This is an optimization exercise on Yosys and OpenROAD, whose aim is small area and a short achievable clock period, not a production implementation. Power is estimated from default activity; no workload was simulated.

==> flow/design.v <==
package qspi_mem_pkg;
    typedef logic [7:0] data_byte_t;    
    typedef logic [3:0] nibble_t;       
endpackage
module byte_ram (
    input  logic                     clk,
    input  logic                     we,        
    input  logic [3:0]               ring,
    input  qspi_mem_pkg::data_byte_t wdata,
    output qspi_mem_pkg::data_byte_t rdata      
);
    logic [127:0] rings [16];
    qspi_mem_pkg::data_byte_t tails [16];
    for (genvar r = 0; r < 16; r++) begin : g_ring
        assign tails[r] = rings[r][127:120];
        always_ff @(posedge clk) begin
            rings[r] <= {rings[r][119:0],
                         (we && ring == 4'(r)) ? wdata : rings[r][127:120]};
        end
    end
    assign rdata = tails[ring];
endmodule
module qspi_phy (
    input  logic                  clk,
    input  logic                  qspi_reset,
    input  logic                  qspi_clk,
    input  logic                  qspi_ncs,
    input  qspi_mem_pkg::nibble_t io_in,
    output logic                  rise,      
    output logic                  desel,     
    output qspi_mem_pkg::nibble_t io_s
);
    logic [2:0] sck_sync;
    logic [1:0] cs_sync;
    qspi_mem_pkg::nibble_t io_sync0;
    always_ff @(posedge clk or posedge qspi_reset) begin
        if (qspi_reset) begin
            sck_sync <= 3'b000;
            cs_sync  <= 2'b11;
        end else begin
            sck_sync <= {sck_sync[1:0], qspi_clk};
            cs_sync  <= {cs_sync[0], qspi_ncs};
        end
    end
    always_ff @(posedge clk) begin
        io_sync0 <= io_in;
        io_s     <= io_sync0;
    end
    assign desel = cs_sync[1];
    assign rise  = sck_sync[1] && !sck_sync[2] && !desel;
endmodule
module qspi_mem_ctrl (
    input  logic                     clk,
    input  logic                     qspi_reset,
    input  logic                     rise,
    input  logic                     desel,
    input  qspi_mem_pkg::nibble_t    io_s,
    output qspi_mem_pkg::nibble_t    io_out,
    output logic                     io_oe,
    output logic                     mem_we,
    output logic [3:0]               mem_ring,
    output qspi_mem_pkg::data_byte_t mem_wdata,
    input  qspi_mem_pkg::data_byte_t mem_rdata
);
    logic [3:0] cnt;
    logic       wr;           
    logic       pend;         
    logic [3:0] phase;        
    logic [7:0] addr;
    qspi_mem_pkg::data_byte_t dbuf;
    qspi_mem_pkg::nibble_t    nib;
    qspi_mem_pkg::nibble_t    oq;
    logic       hit;          
    logic even, c7, c_odd_rd, c12, c_odd_wr;
    assign even     = !cnt[0];
    assign c7       = cnt == 4'd7;
    assign c_odd_rd = cnt == 4'd11 || cnt == 4'd13;
    assign c12      = cnt == 4'd12;
    assign c_odd_wr = cnt[3] && cnt[0];
    assign mem_we    = hit && wr;
    assign mem_ring  = addr[7:4];
    assign mem_wdata = dbuf;
    assign io_out    = oq;
    always_ff @(posedge clk or posedge qspi_reset) begin
        if (qspi_reset) begin
            cnt   <= 4'd0;
            io_oe <= 1'b0;
        end else if (desel) begin
            cnt   <= 4'd0;
            io_oe <= 1'b0;
        end else if (rise) begin
            cnt <= (cnt == 4'd13) ? 4'd12 : cnt + 4'd1;
            if (!wr && c_odd_rd) io_oe <= 1'b1;
        end
    end
    always_ff @(posedge clk) begin
        phase <= phase + 4'd1;
        hit   <= pend && !hit && phase == addr[3:0];
        if (rise && cnt == 4'd1) wr <= io_s[0];
        if (rise && c7) begin
            addr <= {nib, io_s};
        end else if (hit) begin
            addr <= addr + 8'd1;
        end
        if (rise && ((c7 && !wr) || (c_odd_rd && !wr) || (c_odd_wr && wr))) begin
            pend <= 1'b1;
        end else if (hit) begin
            pend <= 1'b0;
        end
        if (rise && wr && c_odd_wr) begin
            dbuf <= {nib, io_s};
        end else if (hit && !wr) begin
            dbuf <= mem_rdata;
        end
        if (rise && even && (wr || !cnt[3])) begin
            nib <= io_s;
        end else if (rise && !wr && c_odd_rd) begin
            nib <= dbuf[3:0];
        end
        if (rise && !wr && c_odd_rd) begin
            oq <= dbuf[7:4];
        end else if (rise && !wr && c12) begin
            oq <= nib;
        end
    end
endmodule
module qspi_mem_top #(
    parameter int mem_depth = 256
) (
    input  logic    clk,
    input  logic    qspi_reset,
    input  logic    qspi_clk,
    input  logic    qspi_ncs,
    input  qspi_mem_pkg::nibble_t io_in,
    output qspi_mem_pkg::nibble_t io_out,
    output logic    io_oe
);
    logic                     rise;
    logic                     desel;
    qspi_mem_pkg::nibble_t    io_s;
    logic                     mem_we;
    logic [3:0]               mem_ring;
    qspi_mem_pkg::data_byte_t mem_wdata;
    qspi_mem_pkg::data_byte_t mem_rdata;
    qspi_phy phy_i (
        .clk        (clk),
        .qspi_reset (qspi_reset),
        .qspi_clk   (qspi_clk),
        .qspi_ncs   (qspi_ncs),
        .io_in      (io_in),
        .rise       (rise),
        .desel      (desel),
        .io_s       (io_s)
    );
    qspi_mem_ctrl ctrl_i (
        .clk        (clk),
        .qspi_reset (qspi_reset),
        .rise       (rise),
        .desel      (desel),
        .io_s       (io_s),
        .io_out     (io_out),
        .io_oe      (io_oe),
        .mem_we     (mem_we),
        .mem_ring   (mem_ring),
        .mem_wdata  (mem_wdata),
        .mem_rdata  (mem_rdata)
    );
    byte_ram ram_i (
        .clk   (clk),
        .we    (mem_we),
        .ring  (mem_ring),
        .wdata (mem_wdata),
        .rdata (mem_rdata)
    );
endmodule
Settings: LEC_CHECK=0, CAP_MARGIN=20, CORE_MARGIN=2, CORE_UTILIZATION=65, PLACE_DENSITY=0.75, SETUP_SLACK_MARGIN=2.0, SLEW_MARGIN=20; clock period 4.0 ns.
run.sh (not shown) runs the stock make flow with config.mk's settings and CLKGATE_MAP_FILE= SYNTH_SCRIPT=/design/flow/synth_recipe.tcl, a recipe that flattens the netlist after the stock synthesis.
The starting point passed the timing, DRC and antenna checks.
==> next run, changes <==
--- a/flow/design.v
+++ b/flow/design.v
@@ -69,29 +69,28 @@
     logic [7:0] addr;
     qspi_mem_pkg::data_byte_t dbuf;
     qspi_mem_pkg::nibble_t    nib;
-    qspi_mem_pkg::nibble_t    oq;
+    qspi_mem_pkg::nibble_t    hi;           
     logic       hit;          
-    logic even, c7, c_odd_rd, c12, c_odd_wr;
+    logic even, c7, c_odd_rd, c_odd_wr;
     assign even     = !cnt[0];
     assign c7       = cnt == 4'd7;
     assign c_odd_rd = cnt == 4'd11 || cnt == 4'd13;
-    assign c12      = cnt == 4'd12;
     assign c_odd_wr = cnt[3] && cnt[0];
     assign mem_we    = hit && wr;
     assign mem_ring  = addr[7:4];
     assign mem_wdata = dbuf;
-    assign io_out    = oq;
     always_ff @(posedge clk or posedge qspi_reset) begin
         if (qspi_reset) begin
-            cnt   <= 4'd0;
-            io_oe <= 1'b0;
+            cnt <= 4'd0;
         end else if (desel) begin
-            cnt   <= 4'd0;
-            io_oe <= 1'b0;
+            cnt <= 4'd0;
         end else if (rise) begin
             cnt <= (cnt == 4'd13) ? 4'd12 : cnt + 4'd1;
-            if (!wr && c_odd_rd) io_oe <= 1'b1;
         end
+    end
+    always_ff @(posedge clk) begin
+        io_oe  <= !wr && cnt[3] && cnt[2];
+        io_out <= cnt[0] ? nib : hi;
     end
     always_ff @(posedge clk) begin
         phase <= phase + 4'd1;
@@ -118,9 +117,7 @@
             nib <= dbuf[3:0];
         end
         if (rise && !wr && c_odd_rd) begin
-            oq <= dbuf[7:4];
-        end else if (rise && !wr && c12) begin
-            oq <= nib;
+            hi <= dbuf[7:4];
         end
     end
 endmodule
What happened: The changed run completed without violations; cell count stays flat; clock power decreases by about 2%; power shrinks by 0.90%; worst setup slack improves by 0.13 ns; routed wire length fell by about 5%.
No functional check of the RTL was part of any run of this note.

==> static timing again, ports no longer ideal <==
The flow's constraints put no driver on any port. The routed layouts listed below were extracted and timed again, unchanged, in two steps. Step 1 assumes that a clkbuf_16 drives the clock port and a buf_2 every other input. Step 2 moves the port delays by t, midway between the first and last clock arrival at a register: inputs arrive t later, outputs are due t later. That takes back most of the time a late clock gives input paths. Three values: ideal ports, drivers, drivers and shift; two values: the first two.
run | t, ns | setup WS [ns] | worst setup path at the end | worst data-port slew with drivers (ns)
the first run | 0.823 | 1.808 / 1.742 / 1.960 | register to register | 0.05
the second run | 0.795 | 1.942 / 1.933 / 1.942 | register to register | 0.04
After both steps every run listed still meets setup and hold.
